From an optimization exercise on the open Yosys and OpenROAD flow, aimed at small area, a short achievable clock period and few clock cycles; shortcuts taken in it are not production practice. Function was checked by simulation only, so behaviour that the tests miss may differ from the original. Power figures rest on the tool's default switching activity, not on a simulated workload.

===== flow/run.sh =====
#!/bin/bash
# Standard layout, with the port buffers made from plain buffers (buf_4) rather than the cell
# buffer_ports picks by default; everything else is the standard flow.
set -euo pipefail
cat >> config.mk <<'EOC'
export BUFFER_PORTS_ARGS = -buffer_cell sky130_fd_sc_hd__buf_4
EOC
bash standard.sh > standard.log 2>&1

===== standard.sh =====
#!/bin/bash
# synth_recipe.tcl (not shown) runs the flow's synth.tcl, then flattens the netlist and writes it again
# the make line also repeats each setting of config.mk as NAME=value (left out here)
make -C /OpenROAD-flow-scripts/flow DESIGN_CONFIG=/design/flow/config.mk WORK_HOME=/design/flow/orfs CLKGATE_MAP_FILE= SYNTH_SCRIPT=/design/flow/synth_recipe.tcl "${@:-finish}"

===== config.mk =====
export PLATFORM = sky130hd
export DESIGN_NAME = sorted_reminder_table_top
export DESIGN_NICKNAME = sorted_reminder_table_top
export VERILOG_FILES = /design/flow/design.v
export SDC_FILE = /design/flow/constraint.sdc
export NUM_CORES = 4
export LEC_CHECK = 0
export ABC_CLOCK_PERIOD_IN_PS = 3000
export CAP_MARGIN = 20
export CORE_MARGIN = 2
export CORE_UTILIZATION = 65
export CTS_CLUSTER_DIAMETER = 60
export CTS_CLUSTER_SIZE = 30
export GPL_TIMING_DRIVEN = 1
export SETUP_SLACK_MARGIN = 2.6
export SLEW_MARGIN = 20
export BUFFER_PORTS_ARGS = -buffer_cell sky130_fd_sc_hd__buf_4

===== constraint.sdc =====
create_clock -name core_clock -period 5.5 [get_ports {clk}]
set_input_delay 1.1000 -clock core_clock [delete_from_list [all_inputs] [get_ports {clk}]]
set_output_delay 1.1000 -clock core_clock [all_outputs]
set_load 0.01 [all_outputs]

===== design.v =====
`default_nettype none
package srt_pkg;
  localparam int DEPTH_DEFAULT = 64;
  localparam int SLOT_W        = 6;
  localparam int DAY_W         = 5;
  localparam int HOUR_W        = 5;
  localparam int MIN_W         = 6;
  localparam int TAG_W         = 32;
  localparam logic [HOUR_W-1:0] HOUR_MAX = 23;
  localparam logic [MIN_W-1:0]  MIN_MAX  = 59;
  localparam logic ACT_INSERT   = 1'b0;
  localparam logic ACT_READ_OUT = 1'b1;
  typedef enum logic [2:0] {
    ST_INSERTED = 3'd0,
    ST_FULL     = 3'd1,
    ST_BAD_TIME = 3'd2,
    ST_READ     = 3'd3,
    ST_EMPTY    = 3'd4
  } status_t;
  typedef struct packed {
    logic [DAY_W-1:0]  day;
    logic [HOUR_W-1:0] hours;
    logic [MIN_W-1:0]  minutes;
    logic [TAG_W-1:0]  tag;
  } entry_t;
  function automatic logic [DAY_W+HOUR_W+MIN_W-1:0] time_key(input entry_t e);
    time_key = {e.day, e.hours, e.minutes};
  endfunction
endpackage
`default_nettype wire
`default_nettype none
module srt_ram #(
  parameter int DEPTH = srt_pkg::DEPTH_DEFAULT
) (
  input  wire logic                       clk,
  input  wire logic                       we,
  input  wire logic [$clog2(DEPTH)-1:0]   waddr,
  input  wire srt_pkg::entry_t            wdata,
  input  wire logic                       re,
  input  wire logic [$clog2(DEPTH)-1:0]   raddr,
  output srt_pkg::entry_t                 rdata
);
  localparam int W = srt_pkg::DAY_W + srt_pkg::HOUR_W + srt_pkg::MIN_W + srt_pkg::TAG_W;
  logic [W-1:0] mem [0:DEPTH-1];
  always_ff @(posedge clk) begin
    if (we) begin
      mem[waddr] <= wdata;
    end
  end
  always_ff @(posedge clk) begin
    if (re) begin
      rdata <= mem[raddr];
    end
  end
endmodule
`default_nettype wire
`default_nettype none
module sorted_reminder_table_top #(
  parameter int TABLE_DEPTH = srt_pkg::DEPTH_DEFAULT
) (
  input  wire logic                        clk,
  input  wire logic                        rst,
  input  wire logic                        in_valid,
  output logic                             in_stall,
  input  wire logic                        action,
  input  wire logic [srt_pkg::DAY_W-1:0]   day,
  input  wire logic [srt_pkg::HOUR_W-1:0]  hours,
  input  wire logic [srt_pkg::MIN_W-1:0]   minutes,
  input  wire logic [srt_pkg::TAG_W-1:0]   message_tag,
  output logic                             out_valid,
  input  wire logic                        out_stall,
  output logic [2:0]                       status,
  output logic [srt_pkg::SLOT_W-1:0]       slot,
  output logic [srt_pkg::DAY_W-1:0]        out_day,
  output logic [srt_pkg::HOUR_W-1:0]       out_hours,
  output logic [srt_pkg::MIN_W-1:0]        out_minutes,
  output logic [srt_pkg::TAG_W-1:0]        out_tag,
  output logic                             last
);
  localparam int N     = TABLE_DEPTH;
  localparam int NP    = 8;
  localparam int PSTEP = N / NP;
  localparam int NG    = N / 16;
  localparam int KW    = srt_pkg::DAY_W + srt_pkg::HOUR_W + srt_pkg::MIN_W;
  localparam int TW    = srt_pkg::TAG_W;
  localparam int RW    = $clog2(N);
  localparam int CW    = $clog2(N + 1);
  localparam int DW    = KW + TW;
  localparam int RESW  = 3 + RW + DW + 1;
  localparam logic [CW-1:0] CNT_FULL = N;
  localparam logic [RW-1:0] RONE     = 1;
  logic [N-1:0]          rv;
  logic [N-1:0][KW-1:0]  rkey;
  logic [N-1:0][TW-1:0]  rtag;
  logic [N-1:0][RW-1:0]  rrank;
  logic [CW-1:0] count;
  logic          v2, ins2, rd2;
  logic [2:0]    st2;
  logic [RW-1:0] nm1_2;
  logic [KW-1:0] key2;
  logic [TW-1:0] tag2;
  logic [N-1:0]  F2;
  logic          ld1_2, ld2_2;
  logic          gt2d1;
  logic          v3, ins3, rd3;
  logic [2:0]    st3;
  logic [RW-1:0] nm1_3;
  logic          z0_3;
  logic [KW-1:0] key3;
  logic [TW-1:0] tag3;
  logic [NG-1:0][4:0] g3;
  logic [N-1:0]  F3;
  logic          ld1_3, ld2_3;
  logic          gt3d1;
  logic          v4, ins4, rd4;
  logic [2:0]    st4;
  logic [RW-1:0] rem4;
  logic          last4;
  logic [RW-1:0] idx4;
  logic [RW-1:0] idx4p1;
  logic [KW-1:0] key4;
  logic [TW-1:0] tag4;
  logic [RW-1:0] h4a, h4b;
  logic [N-1:0]  M;
  logic          port_ok_r;
  logic          Ov;
  logic          Sv;
  logic [RESW-1:0] Sd;
  function automatic logic key_le(input logic [KW-1:0] a, input logic [KW-1:0] b);
    logic [15:0] g0, l0;
    logic [7:0]  g1, l1;
    logic [3:0]  g2, l2;
    logic [1:0]  g3, l3;
    g0 = a & ~b;
    l0 = ~a & b;
    for (int i = 0; i < 8; i++) begin
      g1[i] = g0[2*i+1] | (~l0[2*i+1] & g0[2*i]);
      l1[i] = l0[2*i+1] | (~g0[2*i+1] & l0[2*i]);
    end
    for (int i = 0; i < 4; i++) begin
      g2[i] = g1[2*i+1] | (~l1[2*i+1] & g1[2*i]);
      l2[i] = l1[2*i+1] | (~g1[2*i+1] & l1[2*i]);
    end
    for (int i = 0; i < 2; i++) begin
      g3[i] = g2[2*i+1] | (~l2[2*i+1] & g2[2*i]);
      l3[i] = l2[2*i+1] | (~g2[2*i+1] & l2[2*i]);
    end
    key_le = !(g3[1] | (~l3[1] & g3[0]));
  endfunction
  function automatic logic [4:0] count16(input logic [15:0] x);
    logic [15:0] t;
    logic        hi, lo;
    t = x;
    for (int p = 1; p < 16; p = p * 2) begin
      for (int k = p; k >= 1; k = k / 2) begin
        for (int j = k % p; j <= 15 - k; j = j + 2 * k) begin
          for (int i = 0; i <= k - 1; i++) begin
            if ((i + j) / (p * 2) == (i + j + k) / (p * 2)) begin
              hi = t[i + j] | t[i + j + k];
              lo = t[i + j] & t[i + j + k];
              t[i + j]     = hi;
              t[i + j + k] = lo;
            end
          end
        end
      end
    end
    count16[4] = t[15];
    count16[3] = t[7] & ~t[15];
    count16[2] = (t[3] & ~t[7]) | (t[11] & ~t[15]);
    count16[1] = (t[1] & ~t[3]) | (t[5] & ~t[7]) | (t[9] & ~t[11]) | (t[13] & ~t[15]);
    count16[0] = (t[0] & ~t[1]) | (t[2] & ~t[3]) | (t[4] & ~t[5]) | (t[6] & ~t[7]) |
                 (t[8] & ~t[9]) | (t[10] & ~t[11]) | (t[12] & ~t[13]) | (t[14] & ~t[15]);
  endfunction
  function automatic logic [DW-1:0] select_entry(input logic [N-1:0] sel,
                                                 input logic [N-1:0][KW-1:0] k,
                                                 input logic [N-1:0][TW-1:0] t);
    logic [DW-1:0] acc;
    acc = '0;
    for (int p = 0; p < N; p++) begin
      acc = acc | ({DW{sel[p]}} & {k[p], t[p]});
    end
    select_entry = acc;
  endfunction
  logic adv;
  logic fire4;
  logic wr4;
  logic inc3;
  assign adv   = !in_stall;
  assign fire4 = v4 && !Sv && (!ins4 || port_ok_r);
  assign wr4   = fire4 && ins4;
  assign inc3  = adv && v3 && ins3;
  logic          take;
  logic          bad_time;
  logic          tbl_full;
  logic          tbl_empty;
  logic          ins_in;
  logic          rd_in;
  logic [2:0]    st_in;
  logic [KW-1:0] key_in;
  assign take      = in_valid && !in_stall && !rst;
  assign bad_time  = (day == '0) || (hours > srt_pkg::HOUR_MAX) || (minutes > srt_pkg::MIN_MAX);
  assign tbl_full  = (count == CNT_FULL);
  assign tbl_empty = (count == '0);
  assign key_in    = {day, hours, minutes};
  assign ins_in    = take && (action == srt_pkg::ACT_INSERT) && !tbl_full && !bad_time;
  assign rd_in     = (action == srt_pkg::ACT_READ_OUT) && !tbl_empty;
  always_comb begin
    if (action == srt_pkg::ACT_READ_OUT) begin
      st_in = tbl_empty ? srt_pkg::ST_EMPTY : srt_pkg::ST_READ;
    end else if (tbl_full) begin
      st_in = srt_pkg::ST_FULL;
    end else if (bad_time) begin
      st_in = srt_pkg::ST_BAD_TIME;
    end else begin
      st_in = srt_pkg::ST_INSERTED;
    end
  end
  logic [N-1:0] le_r;
  logic         lk2, lk3, lk4;
  logic         ld1, ld2, ld3, gd1;
  always_comb begin
    for (int p = 0; p < N; p++) begin
      le_r[p] = rv[p] && key_le(rkey[p], key_in);
    end
  end
  assign lk2 = key_le(key2, key_in);
  assign lk3 = key_le(key3, key_in);
  assign lk4 = key_le(key4, key_in);
  assign ld1 = v2 && ins2 && lk2;
  assign ld2 = v3 && ins3 && lk3;
  assign ld3 = v4 && ins4 && lk4;
  assign gd1 = v2 && ins2 && !lk2;
  logic [NP-1:0] pavail;
  logic [NP-1:0] psel;
  always_comb begin
    for (int k = 0; k < NP; k++) begin
      pavail[k] = !rv[(k * PSTEP + N - 1) % N];
    end
    psel = '0;
    for (int k = 0; k < NP; k++) begin
      psel[k] = pavail[k];
      for (int j = 0; j < k; j++) begin
        if (pavail[j]) psel[k] = 1'b0;
      end
    end
  end
  logic [NG-1:0][4:0] gcnt;
  always_comb begin
    for (int k = 0; k < NG; k++) begin
      gcnt[k] = count16(F2[16*k +: 16]);
    end
  end
  logic [RW-1:0] hsum_a, hsum_b;
  assign hsum_a = {1'b0, g3[0]} + {1'b0, g3[1]} + {5'b00000, ld1_3} + {5'b00000, ld2_3};
  assign hsum_b = {1'b0, g3[2]} + {1'b0, g3[3]};
  logic [RW-1:0] slot4;
  logic [RW-1:0] rank4;
  logic          rank4_zero;
  assign slot4      = h4a + h4b;
  assign rank4      = h4a + h4b + {5'b00000, v3 && ins3 && gt3d1};
  assign rank4_zero = (h4a == '0) && (h4b == '0) && !(v3 && ins3 && gt3d1);
  logic [DW-1:0] rd_data;
  assign rd_data = select_entry(M, rkey, rtag);
  logic [RESW-1:0] res;
  always_comb begin
    res = '0;
    res[RESW-1 -: 3] = st4;
    res[DW:1] = rd_data;
    if (rd4) begin
      res[RESW-4 -: RW] = idx4;
      res[0]            = last4;
    end else begin
      if (ins4) res[RESW-4 -: RW] = slot4;
      res[0] = 1'b1;
    end
  end
  always_ff @(posedge clk) begin
    for (int p = 0; p < N; p++) begin
      if (adv) begin
        F2[p] <= le_r[(p + N - 1) % N];
        F3[p] <= F2[(p + N - 1) % N];
      end else begin
        F2[p] <= F2[(p + N - 1) % N];
        F3[p] <= F3[(p + N - 1) % N];
      end
    end
    for (int k = 0; k < NP; k++) begin
      if (adv && wr4 && psel[k]) begin
        F2[k * PSTEP] <= ld3;
        F3[k * PSTEP] <= ld2_2;
      end
    end
  end
  logic [N-1:0]         rv_nx;
  logic [N-1:0][RW-1:0] rrank_nx;
  always_comb begin
    for (int p = 0; p < N; p++) begin
      if (p % PSTEP == 0 && !rv[(p + N - 1) % N]) begin
        rrank_nx[p] = rank4;
        rv_nx[p]    = wr4 && psel[p / PSTEP] && !rst;
      end else begin
        rrank_nx[p] = rrank[(p + N - 1) % N] +
                      {5'b00000, inc3 && rv[(p + N - 1) % N] && !F3[(p + N - 1) % N]};
        rv_nx[p]    = rv[(p + N - 1) % N] && !rst;
      end
    end
  end
  always_ff @(posedge clk) begin
    for (int p = 0; p < N; p++) begin
      if (p % PSTEP == 0 && !rv[(p + N - 1) % N]) begin
        rkey[p] <= key4;
        rtag[p] <= tag4;
      end else begin
        rkey[p] <= rkey[(p + N - 1) % N];
        rtag[p] <= rtag[(p + N - 1) % N];
      end
    end
    rrank <= rrank_nx;
    rv    <= rv_nx;
  end
  logic          v4_n;
  logic          ins4_n;
  logic          rd4_n;
  logic          last4_n;
  logic [RW-1:0] idx4_n;
  logic          taken;
  logic          Sv_n;
  logic [NP-1:0] pavail_n;
  logic          port_ok_n;
  logic          adv_n;
  assign taken = Ov && !out_stall;
  always_comb begin
    for (int k = 0; k < NP; k++) begin
      pavail_n[k] = !rv[(k * PSTEP + N - 2) % N];
    end
  end
  assign port_ok_n = |pavail_n;
  always_comb begin
    if (adv) begin
      v4_n    = v3;
      ins4_n  = ins3;
      rd4_n   = rd3;
      last4_n = z0_3;
      idx4_n  = '0;
    end else begin
      v4_n    = v4;
      ins4_n  = ins4;
      rd4_n   = rd4;
      last4_n = (fire4 && rd4) ? (rem4 == RONE) : last4;
      idx4_n  = (fire4 && rd4) ? idx4p1 : idx4;
    end
    Sv_n  = Sv ? !taken : (fire4 && Ov && !taken);
    adv_n = !v4_n || (!Sv_n && (ins4_n ? port_ok_n : (!rd4_n || last4_n)));
  end
  always_ff @(posedge clk) begin
    for (int p = 0; p < N; p++) begin
      if (p % PSTEP == 0 && !rv[(p + N - 1) % N]) begin
        M[p] <= rd4_n && rv_nx[p] && rank4_zero;
      end else begin
        M[p] <= rd4_n && rv_nx[p] && (rrank[(p + N - 1) % N] == idx4_n);
      end
    end
  end
  always_ff @(posedge clk) begin
    if (adv) begin
      ins2  <= ins_in;
      rd2   <= rd_in;
      st2   <= st_in;
      nm1_2 <= count[RW-1:0] - RONE;
      key2  <= key_in;
      tag2  <= message_tag;
      ld1_2 <= ld1;
      ld2_2 <= ld2;
      gt2d1 <= gd1;
      ins3  <= ins2;
      rd3   <= rd2;
      st3   <= st2;
      nm1_3 <= nm1_2;
      z0_3  <= (nm1_2 == '0);
      key3  <= key2;
      tag3  <= tag2;
      g3    <= gcnt;
      ld1_3 <= ld1_2;
      ld2_3 <= ld2_2;
      gt3d1 <= gt2d1;
      ins4  <= ins3;
      rd4   <= rd3;
      st4   <= st3;
      rem4  <= nm1_3;
      key4  <= key3;
      tag4  <= tag3;
      h4a   <= hsum_a;
      h4b   <= hsum_b;
    end else if (fire4 && rd4) begin
      rem4  <= rem4 - RONE;
    end
    idx4      <= idx4_n;
    idx4p1    <= idx4_n + RONE;
    last4     <= last4_n;
    port_ok_r <= port_ok_n;
  end
  always_ff @(posedge clk) begin
    if (rst) begin
      count    <= '0;
      v2       <= 1'b0;
      v3       <= 1'b0;
      v4       <= 1'b0;
      in_stall <= 1'b0;
    end else begin
      if (ins_in) begin
        count <= count + 1'b1;
      end
      if (adv) begin
        v2 <= take;
        v3 <= v2;
        v4 <= v3;
      end
      in_stall <= !adv_n;
    end
  end
  always_ff @(posedge clk) begin
    if (!Ov || taken) begin
      if (Sv) begin
        {status, slot, out_day, out_hours, out_minutes, out_tag, last} <= Sd;
      end else if (fire4) begin
        {status, slot, out_day, out_hours, out_minutes, out_tag, last} <= res;
      end
    end else if (fire4) begin
      Sd <= res;
    end
  end
  always_ff @(posedge clk) begin
    if (rst) begin
      Ov <= 1'b0;
      Sv <= 1'b0;
    end else begin
      Ov <= (Ov && !taken) || Sv || fire4;
      Sv <= Sv_n;
    end
  end
  assign out_valid = Ov;
endmodule
`default_nettype wire

==> key figures, run 1 <==
Worst setup path
  • Critical path arrival: 3.77 ns
  • FF-to-FF Start: M[52]
  • Startpoint types: flip-flop
  • Start point of the critical path: M[52]
  • Worst setup path endpoint: out_tag[23]
  • R2R depth: 6
  • WS Path Type: reg -> reg
  • R2R setup slack: 2.43 ns
  • Worst-path fanout max: 37
  • CP Capture Type: flip-flop
  • Critical Path RT: 6.19 ns
  • Critical R2R Capture: out_tag[23]

GRT
  • Global route total overflow: 0
  • Gr usage total: 53.4%
  • Largest net degree at the start of global routing: 107
  • Initial antenna violation count: 47
  • Global-route wire length before repair: 818,000 um
  • Vias in the first global route: 106,000

Floorplan
  • # IOs: 113
  • Die width: between 400 and 500 um
  • Chip height: 469 um
  • Core Area: 215,000 sq um
  • Site Rows: 170
  • Die ar.: 220,000 sq um
  • Starting Density: 65.4%

Cells and area
  • Post-Route Utilization: 71.9%
  • Area growth syn-to-layout: 10.1%
  • Fraction of layout cells with a size suffix above 1: 14.0%
  • Layout Nets: 11,800

Yosys
  • Cells after Synth: 11,700
  • Area share of the largest cell type after synthesis: a little over half
  • Synth cell count leaders: 3,741 x dfxtp_1, 874 x a221oi_1, 810 x a22o_1, 531 x clkbuf_1, 484 x mux2_2
  • Sequential-to-total area share from yosys stat: 60.5%
  • Syn_nets: 11,900
  • Post-Syn Area per Cell: 12.0 sq um
  • EDFF count, synth: 330
  • Post-synth top area cell: dfxtp_1
  • Most common cell in the netlist: dfxtp_1
  • Largest cells by area after synthesis: dfxtp_1 53%, edfxtp_1 7.1%, a221oi_1 5.5%, a22o_1 5.1%, mux2_2 3.9%
  • Syn. warnings: 1
  • Prevailing post-synth register cell: dfxtp_1
  • Synthesized flop and latch total: 4,071
  • Mapped Area: ~140,000 sq um
  • Asr flop ratio synth: 0%
  • Distinct cells, synth: 93

Power and ir drop
  • Reg power frac: approximately 61%
  • Comb power frac: 4.2%
  • Pwr dens: 350 nW/um^2
  • Pint: ~40 mW
  • Clock share of power: 34.5%
  • Leak: 60.2 nW
  • Sw Share: 25.5%
  • VDD IR-drop max: 371 uV
  • Net Sw Power: between 10 and 15 mW

Timing
  • Setup TNS: 0 ns
  • FMAX: 326 MHz
  • Count of pins over their slew limit: 0
  • Final Skew: 0.0585 ns
  • RSZ-0062 raised after global routing: true
  • Final Hold Vio Count: 0
  • Actual slew at the worst max-slew pin: 1.30 ns
  • Clock period minus worst slack: 3.07 ns
  • Rel. slew slack: a little over an eighth
  • Period utilisation layout: 55.8%
  • Final Setup Violations: 0
  • Final worst-path setup slack: 2.43 ns

Drt
  • Initial DRT Pass Iterations: 17
  • Initial DRC Count: ~21,000
  • DR vias/cell: 7.78
  • Final wirelength: 613,000 um
  • Drt wl/cell: roughly 42 um
  • Post-route ant nets: 0
  • Routed vias: 114,000
  • # DRC: 0

Placed design
  • Port Buffer Count: between 100 and 150
  • Gpl congestion: roughly 1.1
  • HPWL after DPL: 393,000 um
  • Placement Setup Slack: about 1.2 ns

Clock network
  • CTS Buf Count: roughly 200
  • Buffer levels on the longest clock path: 3
  • CTS clock-pin slew for the worst setup and hold paths: 0.11 ns
  • Clk latency of the worst-skew pair: 0.96 ns
  • Number of clock sinks: approximately 4,100
  • CTS tree: built
  • CTS HTree Levels: 4
  • Root Buffer: clkbuf_16

Run status
  • Outcome: complete, no violations

Run
  • Maximum Capacitance Violations: 0

Hold path
  • Hold Path Class: in -> reg
## metrics by stage
step | instances | hold WS [ns] | instance area, sq um | total power [mW]
after global routing | 14600 | 0.303 | 154000 | 54.9
after floorplan | 11700 | 0.331 | 141000 | 34.2
after CTS | 14500 | 0.312 | 153000 | 53.4
final | 14600 | 0.317 | 154000 | 54.1
after global placement | 14100 | 0.332 | 144000 | 35.6
after detailed placement | 14100 | 0.336 | 144000 | 35.7
## flip-flops by register name, indices dropped and copies added, names as in the netlist, 58 cells and up
register,count
rtag,2048
Sd,58
F2,64
rkey,1024
rrank,384
F3,64
rv,64
M,64
## cell usage in the layout, fill, tap and decap left out, drive strengths merged, types with 238 or more instances in the layout
cell type,Yosys,layout
nand2b,240,240
a221oi,874,874
clkbuf,532,253
buf,193,387
a22o,810,810
nand4,254,254
o21ai,330,330
xor2,241,241
xnor2,439,439
maj3,322,322
dfxtp,3741,3741
edfxtp,330,330
nand2,238,238
mux2,484,484
nand3,359,359
nor2b,283,283
inv,205,262
## logic make-up (layout without fill, tap and decap cells)
kind of cell,after synthesis,in the layout,share of synthesized area [%]
compound gates,3007,3007,16.9
xor+xnor,680,680,4.25
buf+inv,933,970,2.57
mux,511,511,4.08
simple gates,2013,2013,7.96
flops,4071,4071,60.5
other cells,0,44,0
fa+ha+maj,481,481,3.76
## what timing repair did
| action | 4_1_cts | 5_1_grt |
|---|---|---|
| gates resized for setup | 253 | 210 |
| pin swaps | 10 | 16 |
| endpoints found under the hold margin | 0 | 0 |
| buffers inserted | 39 | 58 |
| cloned | 4 | 4 |
| setup endpoints to repair | 277 | 176 |
| hold buffers | 0 | 0 |
## worst min path at each step
stage                     from    endpoint  slack [ns]  cells after the start
2_1_floorplan        rtag[968]  rtag[1000]        0.33                      0
3_3_place_gp        rtag[1925]  rtag[1957]        0.33                      0
3_5_place_dp         rtag[635]   rtag[667]        0.34                      0
4_1_cts        message_tag[10]    tag2[10]        0.31                      1
5_1_grt         message_tag[8]     tag2[8]        0.30                      1
6_report       message_tag[10]    tag2[10]        0.32                      1
## worst max-delay path, cell delays in order (launching register included)
cell and delay (ns):
dfxtp_4 0.50, buf_8 0.29, a22o_1 0.37, a221oi_1 0.36, nand4_1 0.18, or4_1 0.60, mux2_2 0.31
## power groups by stage
| stage | logic [mW] | registers, mW | clock network, mW |
|---|---|---|---|
| after floorplan | 1.44 | 32.8 | 0 |
| after global placement | 2.05 | 33.5 | 0 |
| after detailed placement | 2.08 | 33.6 | 0 |
| after CTS | 2.12 | 32.9 | 18.4 |
| after global routing | 2.33 | 33.2 | 19.4 |
| final | 2.25 | 33.2 | 18.6 |
## routing by layer
metal | wire [um] | GRT usage [%] | vias to the layer above
met3 | 102000 | 24.1 | 3466
li1 | - | - | 43900
met5 | 904 | 2.12 | -
met2 | 238000 | 72.9 | 11200
met1 | 209000 | 64.9 | 55100
met4 | 63000 | 42.3 | 43
## area by class of cell
cell class	count	area, sq um
flip-flops and latches	4071	85100
fillers	14300	60200
multi-input cells	6692	53200
clock buffers	251	5500
repair buffers	393	4320
well taps	2838	3550
clock inverters	116	1640
inverters	208	885
diodes	44	110
repair inverters	2	22.5
Testbench counts, summed over its fixed seeds: cycles 5,895.
==> inputs of run 2 (changes only) <==
--- a/config.mk
+++ b/config.mk
@@ -8,10 +8,10 @@
 export ABC_CLOCK_PERIOD_IN_PS = 3000
 export CAP_MARGIN = 20
 export CORE_MARGIN = 2
-export CORE_UTILIZATION = 65
+export CORE_UTILIZATION = 70
 export CTS_CLUSTER_DIAMETER = 60
 export CTS_CLUSTER_SIZE = 30
 export GPL_TIMING_DRIVEN = 1
-export SETUP_SLACK_MARGIN = 2.6
+export SETUP_SLACK_MARGIN = 2.7
 export SLEW_MARGIN = 20
 export BUFFER_PORTS_ARGS = -buffer_cell sky130_fd_sc_hd__buf_4
==> key figures, run 2 <==
Clock network
  • Buffer levels on the longest clock path: 3 (unchanged)
  • Hold Buf Count CTS: 0 (unchanged)
  • Root Buffer: clkbuf_16
  • CTS Buf Count: 197 (-3.0%)
  • CTS HTree Levels: 4 (unchanged)
  • Number of clock sinks: 4,071 (unchanged)

Yosys
  • EDFF count, synth: 330 (unchanged)
  • Simple-gate share of the synthesized area: 7.96% (unchanged)
  • Xor-xnor portion of the synthesized cell area: 4.25% (unchanged)
  • Largest family of logic cells by synthesized area: compound AO/OA/AOI/OAI gates
  • Largest cells by area after synthesis: dfxtp_1 53%, edfxtp_1 7.1%, a221oi_1 5.5%, a22o_1 5.1%, mux2_2 3.9%
  • Mux cell area share after synthesis: 4.08% (unchanged)
  • Post-synth top area cell: dfxtp_1
  • Post-Syn Area per Cell: 12.0 sq um (unchanged)
  • Most common cell in the netlist: dfxtp_1
  • Syn_nets: 11,900 (unchanged)
  • Synth cell count leaders: 3,741 x dfxtp_1, 874 x a221oi_1, 810 x a22o_1, 531 x clkbuf_1, 484 x mux2_2
  • Synth Area in Compound Gates: 16.9% (unchanged)
  • Distinct cells, synth: 93 (unchanged)
  • Synthesized flop and latch total: 4,071 (unchanged)
  • Mapped Area: 140,000 sq um (unchanged)
  • Post-Synth Adder-Cell Area: 3.76% (unchanged)
  • Asr flop ratio synth: 0% (unchanged)
  • Sequential-to-total area share from yosys stat: 60.5% (unchanged)
  • Prevailing post-synth register cell: dfxtp_1
  • Area share of the largest cell type after synthesis: 53.4% (unchanged)
  • Syn. warnings: 1 (unchanged)
  • Cells after Synth: 11,700 (unchanged)

Run status
  • Outcome: stopped before the end
  • Failed at: global routing (5_1_grt)
  • Error: [ERROR GRT-0232] Routing congestion too high. Check the congestion heatmap in the GUI.

GRT
  • Global route total overflow: between 150 and 200
  • Gr usage total: 85.1%
  • Largest net degree at the start of global routing: 131

Placed design
  • Area post-placement: 144,000 sq um (about the same)
  • Placed Cells: 13,900 (-1.3%)
  • Gpl congestion: 1.16 (+4.1%)
  • HPWL after DPL: 413,000 um (+5.2%)
  • Port Buffer Count: 112 (unchanged)

Floorplan
  • Site Rows: 164 (-3.5%)
  • Die width: 452 um (-3.6%)
  • # IOs: 113 (unchanged)
  • Starting Density: 70.3% (+5.0 points)
  • Chip height: 452 um (-3.6%)
==> run 2: cell counts after synthesis <==
Identical to the previous run, type by type.
==> run 2: what timing repair did <==
action,in CTS
setup buffers,160
pin swaps,25
setup endpoints to repair,628
cloned,12
gates resized for setup,505
==> run 2: logic make-up after synthesis <==
family / count (synthesis)
adder cells (fa/ha/maj): 481
AO/OA/AOI/OAI: 3007
AND/OR/NAND/NOR: 2013
multiplexers: 511
XOR/XNOR: 680
flip-flops: 4071
buffers and inverters: 933
==> run 2: metrics by stage <==
| stage | setup slack, ns | hold slack [ns] |
|---|---|---|
| 2_1_floorplan | 2.47 | 0.331 |
| 3_3_place_gp | 1.31 | 0.333 |
| 4_1_cts | 2.57 | 0.319 |
| 3_5_place_dp | 1.33 | 0.337 |
==> run 2: worst min-delay path by stage <==
stage	slack [ns]	start	end	depth (start not counted)
2_1_floorplan	0.33	rtag[968]	rtag[1000]	0
3_3_place_gp	0.33	rtag[1370]	rtag[1402]	0
3_5_place_dp	0.34	rtag[1871]	rtag[1903]	0
4_1_cts	0.32	message_tag[21]	tag2[21]	1
==> run 2: layer usage <==
layer	overflow	GRT usage [%]
met1	8	87.5
met2	77	93.0
met3	18	78.7
met4	74	78.0
met5	3	61.0
==> run 2: power groups by stage <==
stage	sequential [mW]	clock, mW	combinational, mW
4_1_cts	33.1	18.1	2.18
3_5_place_dp	33.7	0	2.12
3_3_place_gp	33.6	0	2.07
2_1_floorplan	32.8	0	1.47
==> inputs of run 3 (changes only) <==
--- a/config.mk
+++ b/config.mk
@@ -8,10 +8,10 @@
 export ABC_CLOCK_PERIOD_IN_PS = 3000
 export CAP_MARGIN = 20
 export CORE_MARGIN = 2
-export CORE_UTILIZATION = 70
+export CORE_UTILIZATION = 62
 export CTS_CLUSTER_DIAMETER = 60
 export CTS_CLUSTER_SIZE = 30
 export GPL_TIMING_DRIVEN = 1
-export SETUP_SLACK_MARGIN = 2.7
+export SETUP_SLACK_MARGIN = 2.75
 export SLEW_MARGIN = 20
 export BUFFER_PORTS_ARGS = -buffer_cell sky130_fd_sc_hd__buf_4
==> key figures, run 3 <==
Timing
  • Setup TNS: 0 ns
  • Clock period minus worst slack: 3.11 ns
  • Final Setup Violations: 0
  • Actual slew at the worst max-slew pin: approximately 1.2 ns
  • Final Hold Vio Count: 0
  • Rel. slew slack: 23.3%
  • Final Skew: 0.0572 ns
  • RSZ-0062 raised after global routing: true
  • FMAX: 321 MHz
  • Count of pins over their slew limit: 0
  • Period utilisation layout: 56.6%

Cells and area
  • Fraction of layout cells with a size suffix above 1: 17.7%
  • Most flop-heavy register: rtag
  • Largest regs: rtag (2048), rkey (1024), rrank (384)
  • Max reg flops: between 2,000 and 2,500
  • Fill cells: around 15,000
  • Most frequent cells in the layout: 3,603 x dfxtp_1, 807 x a22o_1, 785 x a221oi_1
  • Commonest non-fill, non-tap cell in the layout: dfxtp_1
  • Layout Nets: 12,000
  • Design Area, Final: 159,000 sq um
  • Area growth syn-to-layout: 13.4%

GRT
  • Largest net degree at the start of global routing: 131
  • Global route total overflow: 0
  • Initial antenna violation count: 75
  • GRT Max-Usage Layer: met2
  • Met3 Usage GRT: 25.2%
  • Gr usage total: 54.0%
  • Global-route wire length before repair: 863,000 um
  • Vias in the first global route: 108,000
  • Met2 Use GR: 72.0%
  • GR Layer Usage met1: 66.1%

Yosys
  • Synth cell count leaders: 3,741 x dfxtp_1, 874 x a221oi_1, 810 x a22o_1, 531 x clkbuf_1, 484 x mux2_2
  • Syn. warnings: 1 (unchanged)
  • Cells after Synth: 11,700 (unchanged)
  • Mapped Area: 140,000 sq um (unchanged)
  • Distinct cells, synth: 93 (unchanged)
  • Asr flop ratio synth: 0% (unchanged)
  • Post-synth top area cell: dfxtp_1
  • Synthesized flop and latch total: 4,071 (unchanged)
  • Area share of the largest cell type after synthesis: 53.4% (unchanged)
  • Syn_nets: 11,900 (unchanged)
  • Prevailing post-synth register cell: dfxtp_1
  • Post-Syn Area per Cell: 12.0 sq um (unchanged)
  • Most common cell in the netlist: dfxtp_1
  • EDFF count, synth: 330 (unchanged)
  • Sequential-to-total area share from yosys stat: 60.5% (unchanged)
  • Largest cells by area after synthesis: dfxtp_1 53%, edfxtp_1 7.1%, a221oi_1 5.5%, a22o_1 5.1%, mux2_2 3.9%

Floorplan
  • Die width: 480 um (+6.2%)
  • # IOs: 113 (unchanged)
  • Site Rows: 174 (+6.1%)
  • Starting Density: 62.4% (-8.0 points)
  • Chip height: 480 um (+6.2%)
  • Core Area: 225,000 sq um
  • Die ar.: 230,000 sq um

Drt
  • Drt wl/cell: 43.5 um
  • Routed vias: 117,000
  • Initial DRC Count: 21,600
  • Initial DRT Pass Iterations: 14
  • # DRC: 0
  • Final wirelength: 655,000 um
  • DR vias/cell: between 7 and 8
  • Post-route ant nets: 0

Worst setup path
  • Critical path arrival: approximately 3.7 ns
  • Startpoint types: flip-flop
  • Worst-path fanout max: 5
  • CP Capture Type: flip-flop
  • WS Path Type: reg -> reg
  • Critical Path RT: 6.04 ns

Clock network
  • Root Buffer: clkbuf_16
  • CTS HTree Levels: 4 (unchanged)
  • CTS clock-pin slew for the worst setup and hold paths: around 0.11 ns
  • CTS tree: built
  • Number of clock sinks: 4,071 (unchanged)
  • Hold Buf Count CTS: 0 (unchanged)
  • Buffer levels on the longest clock path: 3 (unchanged)
  • CTS Buf Count: 204 (+3.6%)
  • Clk latency of the worst-skew pair: 0.93 ns

Placed design
  • Port Buffer Count: 112 (unchanged)
  • HPWL after DPL: 412,000 um (-0.16%)
  • Gpl congestion: 1.14 (-2.2%)
  • Area post-placement: 145,000 sq um (+0.51%)

Run
  • Maximum Capacitance Violations: 0

Hold path
  • Hold Path Class: in -> reg

Power and ir drop
  • Pwr dens: between 300 and 400 nW/um^2
  • Leak: 62.2 nW
  • VDD IR-drop max: 507 uV

Run status
  • Outcome: complete, no violations
run 3: cell counts after synthesis:
Identical to the previous run, type by type.
run 3: cell type report:
| type | instances | area [sq um] | share of cell area (%) |
|---|---|---|---|
| clock inverter | 123 | 1620 | 1.02 |
| inverter | 208 | 921 | 0.579 |
| multi-input combinational | 6693 | 54500 | 34.3 |
| clock buffer | 246 | 5460 | 3.43 |
| timing repair inverter | 4 | 37.5 | 0.0236 |
| timing repair buffer | 643 | 7310 | 4.60 |
| sequential | 4071 | 85200 | 53.6 |
| tap | 2992 | 3740 | 2.35 |
| antenna | 89 | 223 | 0.140 |
run 3: final timing paths:
check / cells past startpoint / slack [ns] / to / startpoint
hold reg to reg: 0 / 0.34 / rtag[244] / rtag[212]
setup reg to reg: 9 / 2.39 / g3[5] / F2[16]
setup / recovery: 9 / 2.39 / g3[5] / F2[16]
hold / removal: 1 / 0.34 / tag2[15] / message_tag[15]
run 3: cells by family (layout without fill, tap and decap cells):
| kind of cell | Yosys count | count (layout) | share of synthesized area [%] |
|---|---|---|---|
| AO/OA/AOI/OAI | 3007 | 3007 | 16.9 |
| other | 0 | 89 | 0 |
| buffers and inverters | 933 | 1224 | 2.57 |
| adder cells (fa/ha/maj) | 481 | 481 | 3.76 |
| flip-flops | 4071 | 4071 | 60.5 |
| AND/OR/NAND/NOR | 2013 | 2014 | 7.96 |
| multiplexers | 511 | 511 | 4.08 |
| XOR/XNOR | 680 | 680 | 4.25 |
run 3: metal layers:
metal,up-vias,part of all wire (%)
met2,12100,38
met1,57100,34
met3,3685,17
li1,44500,-
met5,-,0.18
met4,58,10
run 3: power by group:
| group | internal, mW | switching (mW) |
|---|---|---|
| clock | 7.87 | 10.8 |
| sequential | 31.4 | 1.88 |
| combinational | 1.00 | 1.43 |
| total | 40.2 | 14.1 |
run 3: repair_timing:
item,CTS,global route
hold endpoints to repair,0,0
gates resized for setup,539,242
setup buffers,183,124
setup endpoints to repair,557,218
pin swaps,58,43
gates cloned,6,13
run 3: critical path: stages (launching register included):
cell	delay [ns]
dfxtp_2	0.43
or3_4	0.43
buf_4	0.16
o22ai_2	0.20
and3_1	0.23
nand4_1	0.16
and2_1	0.22
a41o_1	0.26
nor4bb_2	0.35
nand3_2	0.33
run 3: stage by stage:
stage / utilization (%) / cells / setup WS (ns) / hold WS (ns) / power, mW
after floorplan: - / 11700 / 2.47 / 0.331 / 34.3
after global placement: 64.3 / 14300 / 0.797 / 0.333 / 35.7
after detailed placement: 64.3 / 14300 / 0.869 / 0.336 / 35.8
after CTS: 69.4 / 14800 / 2.51 / 0.321 / 53.6
after global routing: 70.6 / 15000 / 2.40 / 0.325 / 55.1
final: 70.7 / 15100 / 2.39 / 0.343 / 54.3
==> inputs of run 4 (changes only) <==
==> flow/run.sh (replaced) <==
#!/bin/bash
# Standard layout, with the port buffers made from plain buffers (buf_4) rather than the cell
# buffer_ports picks by default, and timing repair free to resize a cell into any cell of the
# same function; everything else is the standard flow.
set -euo pipefail
cat >> config.mk <<'EOC'
export BUFFER_PORTS_ARGS = -buffer_cell sky130_fd_sc_hd__buf_4
export MATCH_CELL_FOOTPRINT = 0
EOC
bash standard.sh > standard.log 2>&1
--- a/config.mk
+++ b/config.mk
@@ -8,10 +8,11 @@
 export ABC_CLOCK_PERIOD_IN_PS = 3000
 export CAP_MARGIN = 20
 export CORE_MARGIN = 2
-export CORE_UTILIZATION = 62
+export CORE_UTILIZATION = 55
 export CTS_CLUSTER_DIAMETER = 60
 export CTS_CLUSTER_SIZE = 30
 export GPL_TIMING_DRIVEN = 1
-export SETUP_SLACK_MARGIN = 2.75
+export SETUP_SLACK_MARGIN = 2.6
 export SLEW_MARGIN = 20
 export BUFFER_PORTS_ARGS = -buffer_cell sky130_fd_sc_hd__buf_4
+export MATCH_CELL_FOOTPRINT = 0
==> key figures, run 4 <==
Run status
  • Outcome: complete, no violations

Cells and area
  • Fraction of layout cells with a size suffix above 1: 14.7% (-2.9 points)
  • Fill cells: 20,000 (+29%)
  • Commonest non-fill, non-tap cell in the layout: dfxtp_1
  • Layout Nets: 11,800 (-1.6%)
  • Most flop-heavy register: rtag
  • Post-Route Utilization: 61.5% (-9.2 points)
  • Final cell count without fillers: 15,300 (+1.3%)
  • Largest regs: rtag (2048), rkey (1024), rrank (384)
  • Most frequent cells in the layout: 3,621 x dfxtp_1, 840 x a221oi_1, 809 x a22o_1
  • Max reg flops: 2,048 (unchanged)
  • Area growth syn-to-layout: 11.4%

Timing
  • Actual slew at the worst max-slew pin: 1.33 ns (+0.181 ns)
  • FMAX: 328 MHz (+2.0%)
  • Period utilisation layout: 55.5% (-1.1 points)
  • RSZ-0062 raised after global routing: true
  • Count of pins over their slew limit: 0 (unchanged)
  • Final Hold Vio Count: 0 (unchanged)
  • Clock period minus worst slack: 3.05 ns (-0.0625 ns)
  • Final Skew: 0.0763 ns (+0.0191 ns)
  • Final Setup Violations: 0 (unchanged)
  • Rel. slew slack: 11.0% (-12 points)
  • Setup TNS: 0 ns (unchanged)

Power and ir drop
  • Leak: 60.8 nW (-2.2%)
  • VDD IR-drop max: 340 uV (-33%)
  • Pwr dens: 355 nW/um^2 (+3.9%)
  • Total Power: 55.4 mW (+2.0%)

Floorplan
  • Chip height: 509 um (+6.1%)
  • Core Area: 254,000 sq um (+13%)
  • Die ar.: 259,000 sq um (+13%)
  • Starting Density: 55.2% (-7.1 points)
  • Site Rows: 185 (+6.3%)
  • Die width: 509 um (+6.1%)
  • # IOs: 113 (unchanged)

Drt
  • Post-route ant nets: 0 (unchanged)
  • Final wirelength: 649,000 um (-0.98%)
  • Drt wl/cell: 42.5 um (-2.2%)
  • Routed vias: 113,000 (-3.8%)
  • Initial DRC Count: 18,900 (-13%)
  • # DRC: 0 (unchanged)
  • Initial DRT Pass Iterations: 14 (unchanged)
  • DR vias/cell: 7.40 (-5.0%)

Yosys
  • Cells after Synth: 11,700 (unchanged)
  • Most common cell in the netlist: dfxtp_1
  • Area share of the largest cell type after synthesis: 53.4% (unchanged)
  • Asr flop ratio synth: 0% (unchanged)
  • Sequential-to-total area share from yosys stat: 60.5% (unchanged)
  • EDFF count, synth: 330 (unchanged)
  • Synth cell count leaders: 3,741 x dfxtp_1, 874 x a221oi_1, 810 x a22o_1, 531 x clkbuf_1, 484 x mux2_2
  • Post-synth top area cell: dfxtp_1
  • Post-Syn Area per Cell: 12.0 sq um (unchanged)
  • Prevailing post-synth register cell: dfxtp_1
  • Syn. warnings: 1 (unchanged)
  • Distinct cells, synth: 93 (unchanged)
  • Syn_nets: 11,900 (unchanged)
  • Mapped Area: 140,000 sq um (unchanged)
  • Largest cells by area after synthesis: dfxtp_1 53%, edfxtp_1 7.1%, a221oi_1 5.5%, a22o_1 5.1%, mux2_2 3.9%
  • Synthesized flop and latch total: 4,071 (unchanged)

Clock network
  • CTS Buf Count: 222 (+8.8%)
  • CTS HTree Levels: 4 (unchanged)
  • Root Buffer: clkbuf_16
  • Buffer levels on the longest clock path: 3 (unchanged)
  • CTS clock-pin slew for the worst setup and hold paths: 0.10 ns (about the same)
  • CTS tree: built
  • Number of clock sinks: 4,071 (unchanged)
  • Clk latency of the worst-skew pair: 0.96 ns (+0.03 ns)

Worst setup path
  • Startpoint types: flip-flop
  • Critical Path RT: 6.17 ns (+0.13 ns)
  • CP Capture Type: flip-flop
  • Critical path arrival: 3.72 ns (+0.07 ns)
  • WS Path Type: reg -> reg
  • Worst-path fanout max: 33 (+28)

Run
  • Maximum Capacitance Violations: 0 (unchanged)

GRT
  • Largest net degree at the start of global routing: 112 (-15%)
  • Global-route wire length before repair: 859,000 um (-0.47%)
  • Initial antenna violation count: 71 (-5.3%)
  • Global route total overflow: 0 (unchanged)
  • Gr usage total: 48.0% (-6.0 points)
  • Vias in the first global route: 104,000 (-3.2%)

Placed design
  • Port Buffer Count: 112 (unchanged)
  • Gpl congestion: 1.11 (-2.3%)
  • HPWL after DPL: 414,000 um (+0.36%)
  • Placed Cells: 14,600 (+2.4%)

Hold path
  • Hold Path Class: in -> reg
[run 4: layer usage]
metal	up-vias	global-route usage, %	routed length [um]
met1	55700	59.3	234000
met4	34	34.4	58200
met3	2953	19.8	95600
li1	44200	-	-
met5	-	0.648	483
met2	10200	67.1	260000
[run 4: kinds of logic (layout without fill, tap and decap cells)]
logic type	after synthesis	in the layout	share of synthesized area (%)
flops	4071	4071	60.5
fa+ha+maj	481	481	3.76
mux	511	511	4.08
xor+xnor	680	680	4.25
other cells	0	65	0
buf+inv	933	1070	2.57
simple gates	2013	2014	7.96
compound gates	3007	3007	16.9
[run 4: worst paths after layout]
| kind | start | endpoint | slack, ns | cells after the start |
|---|---|---|---|---|
| worst max-delay path | M[58] | out_day[2] | 2.45 | 6 |
| worst min-delay path | message_tag[27] | tag2[27] | 0.32 | 1 |
| worst max register to register | M[58] | out_day[2] | 2.45 | 6 |
| worst min register to register | rtag[1851] | rtag[1883] | 0.33 | 0 |
[run 4: final cells by class]
class	count	area (sq um)	share of cell area, %
diodes	65	163	0.104
inverters	208	870	0.557
clock buffers	257	5900	3.77
clock inverters	164	2100	1.35
repair inverters	1	8.76	0.00561
flip-flops and latches	4071	85200	54.5
multi-input cells	6693	53000	33.9
well taps	3366	4210	2.70
repair buffers	440	4830	3.09
[run 4: what timing repair did]
action                                  4_1_cts  5_1_grt
buffers inserted                             58       80
pin swaps                                    13       13
resized for setup                           283      210
cloned                                        3        4
hold buffers                                  0        0
endpoints found under the hold margin         0        0
endpoints found under the setup margin      487      100
[run 4: through the flow]
stage	setup slack (ns)	hold WS, ns	instance area (sq um)
4_1_cts	2.60	0.294	154000
2_1_floorplan	2.44	0.331	141000
6_report	2.45	0.317	156000
3_3_place_gp	1.21	0.333	145000
3_5_place_dp	1.17	0.337	145000
5_1_grt	2.39	0.280	156000
[run 4: worst max-delay path, stage by stage (launching register included)]
cell      delay [ns]
dfxtp_4         0.50
buf_12          0.30
a22o_1          0.31
a221oi_1        0.35
nand4_1         0.22
or4_4           0.63
mux2_2          0.29
[run 4: power by group]
group | switching [mW] | total (mW) | internal [mW] | leakage [nW]
clock network | 11.4 | 20.0 | 8.60 | 3.88
logic | 1.30 | 2.22 | 0.926 | 22.1
registers | 1.81 | 33.2 | 31.4 | 34.8
==> inputs of run 5 (changes only) <==
--- a/design.v
+++ b/design.v
@@ -80,7 +80,7 @@
   localparam int N     = TABLE_DEPTH;
   localparam int NP    = 8;
   localparam int PSTEP = N / NP;
-  localparam int NG    = N / 16;
+  localparam int NG    = N / 8;
   localparam int KW    = srt_pkg::DAY_W + srt_pkg::HOUR_W + srt_pkg::MIN_W;
   localparam int TW    = srt_pkg::TAG_W;
   localparam int RW    = $clog2(N);
@@ -108,7 +108,7 @@
   logic          z0_3;
   logic [KW-1:0] key3;
   logic [TW-1:0] tag3;
-  logic [NG-1:0][4:0] g3;
+  logic [NG-1:0][3:0] g3;
   logic [N-1:0]  F3;
   logic          ld1_3, ld2_3;
   logic          gt3d1;
@@ -147,13 +147,13 @@
     end
     key_le = !(g3[1] | (~l3[1] & g3[0]));
   endfunction
-  function automatic logic [4:0] count16(input logic [15:0] x);
-    logic [15:0] t;
-    logic        hi, lo;
+  function automatic logic [3:0] count8(input logic [7:0] x);
+    logic [7:0] t;
+    logic       hi, lo;
     t = x;
-    for (int p = 1; p < 16; p = p * 2) begin
+    for (int p = 1; p < 8; p = p * 2) begin
       for (int k = p; k >= 1; k = k / 2) begin
-        for (int j = k % p; j <= 15 - k; j = j + 2 * k) begin
+        for (int j = k % p; j <= 7 - k; j = j + 2 * k) begin
           for (int i = 0; i <= k - 1; i++) begin
             if ((i + j) / (p * 2) == (i + j + k) / (p * 2)) begin
               hi = t[i + j] | t[i + j + k];
@@ -165,12 +165,10 @@
         end
       end
     end
-    count16[4] = t[15];
-    count16[3] = t[7] & ~t[15];
-    count16[2] = (t[3] & ~t[7]) | (t[11] & ~t[15]);
-    count16[1] = (t[1] & ~t[3]) | (t[5] & ~t[7]) | (t[9] & ~t[11]) | (t[13] & ~t[15]);
-    count16[0] = (t[0] & ~t[1]) | (t[2] & ~t[3]) | (t[4] & ~t[5]) | (t[6] & ~t[7]) |
-                 (t[8] & ~t[9]) | (t[10] & ~t[11]) | (t[12] & ~t[13]) | (t[14] & ~t[15]);
+    count8[3] = t[7];
+    count8[2] = t[3] & ~t[7];
+    count8[1] = (t[1] & ~t[3]) | (t[5] & ~t[7]);
+    count8[0] = (t[0] & ~t[1]) | (t[2] & ~t[3]) | (t[4] & ~t[5]) | (t[6] & ~t[7]);
   endfunction
   function automatic logic [DW-1:0] select_entry(input logic [N-1:0] sel,
                                                  input logic [N-1:0][KW-1:0] k,
@@ -245,15 +243,16 @@
       end
     end
   end
-  logic [NG-1:0][4:0] gcnt;
+  logic [NG-1:0][3:0] gcnt;
   always_comb begin
     for (int k = 0; k < NG; k++) begin
-      gcnt[k] = count16(F2[16*k +: 16]);
+      gcnt[k] = count8(F2[8*k +: 8]);
     end
   end
   logic [RW-1:0] hsum_a, hsum_b;
-  assign hsum_a = {1'b0, g3[0]} + {1'b0, g3[1]} + {5'b00000, ld1_3} + {5'b00000, ld2_3};
-  assign hsum_b = {1'b0, g3[2]} + {1'b0, g3[3]};
+  assign hsum_a = ({2'b00, g3[0]} + {2'b00, g3[1]}) + ({2'b00, g3[2]} + {2'b00, g3[3]}) +
+                  {5'b00000, ld1_3} + {5'b00000, ld2_3};
+  assign hsum_b = ({2'b00, g3[4]} + {2'b00, g3[5]}) + ({2'b00, g3[6]} + {2'b00, g3[7]});
   logic [RW-1:0] slot4;
   logic [RW-1:0] rank4;
   logic          rank4_zero;
==> flow/run.sh (replaced) <==
#!/bin/bash
# Standard layout, with the port buffers made from plain buffers (buf_4) rather than the cell
# buffer_ports picks by default; everything else is the standard flow.
set -euo pipefail
cat >> config.mk <<'EOC'
export BUFFER_PORTS_ARGS = -buffer_cell sky130_fd_sc_hd__buf_4
EOC
bash standard.sh > standard.log 2>&1
--- a/config.mk
+++ b/config.mk
@@ -12,7 +12,6 @@
 export CTS_CLUSTER_DIAMETER = 60
 export CTS_CLUSTER_SIZE = 30
 export GPL_TIMING_DRIVEN = 1
-export SETUP_SLACK_MARGIN = 2.6
+export SETUP_SLACK_MARGIN = 2.8
 export SLEW_MARGIN = 20
 export BUFFER_PORTS_ARGS = -buffer_cell sky130_fd_sc_hd__buf_4
-export MATCH_CELL_FOOTPRINT = 0
==> key figures, run 5 <==
Hold path
  • Hold Path Class: in -> reg
  • WHS Path Cells: 1 (unchanged)

Placed design
  • Placement Setup Slack: 1.36 ns (+0.196 ns)
  • HPWL after DPL: 421,000 um (+1.6%)
  • Port Buffer Count: 112 (unchanged)
  • Gpl congestion: 1.09 (-1.6%)

Worst setup path
  • Worst-path fanout max: 42 (+27%)
  • CP Cell Sequence: buf_6 > inv_4 > o22ai_1 > o311ai_1 > o311a_1 > o211ai_1 > a222oi_1 > o221ai_1
  • Largest stage delay, worst path: 0.55 ns (-0.08 ns)
  • WS Path Type: in -> reg
  • Slowest-stage cell, CP: a222oi_1
  • Worst Path Buf+Inv: 2 (+1)
  • Stages on worst setup path: 8 (+2)
  • Critical Path RT: 6.29 ns (+0.12 ns)
  • Startpoint types: input pin
  • CP Capture Type: flip-flop
  • Critical path arrival: 3.77 ns (+0.05 ns)
  • Top delay family on crit path: compound AO/OA/AOI/OAI gates
  • R2R depth: 6 (unchanged)

Drt
  • DR vias/cell: 7.34 (-0.93%)
  • Routed vias: 115,000 (+1.8%)
  • Initial DRC Count: 20,200 (+7.0%)
  • Post-route ant nets: 0 (unchanged)
  • Final wirelength: 682,000 um (+5.1%)
  • Initial DRT Pass Iterations: 11 (-3)
  • # DRC: 0 (unchanged)
  • Drt wl/cell: 43.5 um (+2.3%)

Floorplan
  • Core Area: 256,000 sq um (+1.0%)
  • Die width: 511 um (+0.45%)
  • Chip height: 511 um (+0.45%)
  • Die ar.: 261,000 sq um (+0.91%)
  • # IOs: 113 (unchanged)
  • Starting Density: 55.2% (about the same)
  • Site Rows: 186 (+0.54%)

Cells and area
  • Post-Route Utilization: 62.9% (+1.4 points)
  • Most flop-heavy register: rtag
  • Fill cells: 20,000 (+0.10%)
  • Area growth syn-to-layout: 14.0%
  • Fraction of layout cells with a size suffix above 1: 16.2% (+1.4 points)
  • Commonest non-fill, non-tap cell in the layout: dfxtp_1
  • Layout Nets: 12,300 (+3.6%)
  • Largest regs: rtag (2048), rkey (1024), rrank (384)
  • Most frequent cells in the layout: 3,661 x dfxtp_1, 780 x a22o_1, 706 x a221oi_1
  • Max reg flops: 2,048 (unchanged)

Timing
  • Rel. slew slack: 20.4% (+9.4 points)
  • Final Setup Violations: 0 (unchanged)
  • Actual slew at the worst max-slew pin: 1.18 ns (-0.151 ns)
  • Final Hold Vio Count: 0 (unchanged)
  • FMAX: 335 MHz (+2.3%)
  • Final worst-path setup slack: 2.52 ns (+0.0684 ns)
  • RSZ-0062 raised after global routing: true
  • Setup TNS: 0 ns (unchanged)
  • Final Skew: 0.0842 ns (+0.00790 ns)
  • Count of pins over their slew limit: 0 (unchanged)
  • Clock period minus worst slack: 2.98 ns (-0.0684 ns)
  • Period utilisation layout: 54.2% (-1.2 points)

GRT
  • Vias in the first global route: 106,000 (+2.0%)
  • Gr usage total: 49.7% (+1.7 points)
  • Global-route wire length before repair: 895,000 um (+4.2%)
  • Initial antenna violation count: 65 (-8.5%)
  • Largest net degree at the start of global routing: 83 (-26%)
  • Global route total overflow: 0 (unchanged)

Yosys
  • Mapped Area: 142,000 sq um (+0.92%)
  • Distinct cells, synth: 79 (-15%)
  • Cells after Synth: 11,900 (+2.1%)
  • Syn_nets: 12,200 (+2.2%)
  • Syn. warnings: 1 (unchanged)
  • Sequential-to-total area share from yosys stat: 60.2% (-0.29 points)
  • Post-Syn Area per Cell: 11.8 sq um (-1.2%)
  • Area share of the largest cell type after synthesis: 52.9% (-0.48 points)
  • Synthesized flop and latch total: 4,083 (+0.29%)
  • Largest cells by area after synthesis: dfxtp_1 53%, edfxtp_1 7.3%, a221oi_1 5.1%, a22o_1 4.9%, mux2_2 3.9%
  • Asr flop ratio synth: 0% (unchanged)
  • Prevailing post-synth register cell: dfxtp_1
  • Synth cell count leaders: 3,741 x dfxtp_1, 821 x a221oi_1, 793 x a22o_1, 544 x clkbuf_1, 537 x xnor2_1
  • Most common cell in the netlist: dfxtp_1
  • EDFF count, synth: 342 (+3.6%)
  • Post-synth top area cell: dfxtp_1

Clock network
  • Root Buffer: clkbuf_16
  • CTS HTree Levels: 4 (unchanged)
  • CTS Buf Count: 221 (-0.45%)
  • CTS tree: built
  • Number of clock sinks: 4,083 (+0.29%)
  • Hold Buf Count CTS: 0 (unchanged)
  • Buffer levels on the longest clock path: 3 (unchanged)
  • CTS clock-pin slew for the worst setup and hold paths: 0.11 ns (about the same)
  • Clk latency of the worst-skew pair: 0.96 ns (about the same)

Power and ir drop
  • Leak: 62.1 nW (+2.2%)
  • Pwr dens: 353 nW/um^2 (-0.51%)
  • VDD IR-drop max: 363 uV (+6.7%)

Run status
  • Outcome: complete, no violations

Run
  • Maximum Capacitance Violations: 0 (unchanged)
## run 5: changes by cell type after synthesis, sizes merged, moves of 31 or more
cell | before | now
a221oi | 874 | 822
nand2 | 238 | 382
a31oi | 61 | 30
o211a | 37 | 5
o31ai | 87 | 11
a31o | 36 | 2
inv | 205 | 248
a22oi | 39 | 74
nor2 | 225 | 272
maj3 | 322 | 486
xor2 | 241 | 133
xnor2 | 439 | 537
## run 5: path summary, 6_finish.rpt
kind	from	to	slack, ns
setup / recovery	minutes[3]	F2[56]	2.52
hold / removal	message_tag[27]	tag2[27]	0.30
setup reg to reg	M[34]	out_hours[4]	2.55
hold reg to reg	rtag[1872]	rtag[1904]	0.33
## run 5: area by class of cell
type,count,area [sq um],area share (%)
antenna,52,130,0.0807
sequential,4083,85400,53.0
timing repair inverter,3,26.3,0.0163
clock buffer,253,5850,3.62
clock inverter,165,2140,1.33
inverter,249,1050,0.652
timing repair buffer,625,7920,4.91
tap,3384,4230,2.62
multi-input combinational,6871,54500,33.8
## run 5: kinds of logic after synthesis
family                     share of synthesized area [%]
xor gates and xnor gates                            4.15
DFF                                                 60.2
muxes                                               4.06
AOI/OAI and AO/OA                                   15.3
buffers and inverters                               2.69
adders and majority gates                           5.04
and+or+nand+nor                                     8.61
## run 5: worst register-to-register path: stages, from the launching register on
cell	delay [ns]
dfxtp_4	0.48
buf_16	0.26
a22o_1	0.30
a221oi_1	0.35
nand4_1	0.35
or4_4	0.65
mux2_4	0.32
## run 5: report_power, final
part           switching (mW)  leakage, nW  total (mW)  internal (mW)
registers                2.27         34.9        34.1           31.8
clock network            11.5         3.86        20.1           8.60
logic                    1.53         23.4        2.78           1.25
## run 5: what timing repair did
action                                 4_1_cts  5_1_grt
setup endpoints to repair                  568      142
cloned                                      19        9
resized for setup                          398      184
endpoints found under the hold margin        0        0
pin swaps                                   39       45
setup buffers                              229       65
## run 5: metal layers
| layer | vias up | global-route usage, % | wire [um] |
|---|---|---|---|
| met1 | 56800 | 61.2 | 245000 |
| met5 | - | 1.00 | 1120 |
| met3 | 3039 | 21.3 | 103000 |
| met2 | 10400 | 67.8 | 269000 |
| met4 | 56 | 39.0 | 64800 |
| li1 | 44700 | - | - |
## run 5: through the flow
step	power, mW	hold WS [ns]	instance area [sq um]	cells
final	57.0	0.304	161000	15700
after floorplan	35.3	0.331	142000	11900
after global routing	58.0	0.280	161000	15600
after detailed placement	37.1	0.336	146000	14900
after CTS	56.4	0.273	159000	15600
after global placement	37.0	0.333	146000	14900
Testbench counts of run 5, summed over its fixed seeds: cycles 5,895.

-- static timing again, ports no longer ideal --
Ports are ideal in the flow. The routed layouts listed here were re-timed in OpenROAD. Step 1, drivers: a clkbuf_16 drives clk and a buf_2 each remaining input, both assumed. Step 2 moves the port delays by t, midway between the first and last clock arrival at a register: inputs arrive t later, outputs are due t later. That takes back most of the time a late clock gives input paths. Slacks: ideal / step 1 / step 2; pairs: ideal / step 1.
run	shift t [ns]	slack for setup (ns)	worst hold slack (ns)	clock arrival spread, ns
run 1	1.035	2.429 / 2.429 / 1.472	0.317 / 0.236 / 0.335	0.062 / 0.062
run 3	1.008	2.387 / 2.387 / 1.606	0.343 / 0.270 / 0.343	0.060 / 0.060
run 4	1.036	2.450 / 2.450 / 1.505	0.317 / 0.229 / 0.326	0.082 / 0.082
run 5	1.035	2.518 / 2.547 / 1.545	0.304 / 0.219 / 0.330	0.094 / 0.095
After both steps setup and hold are still met in every run listed. The setup slack of run 5, which loses most, moves by +0.029 ns with the drivers and by -0.973 ns with both steps.
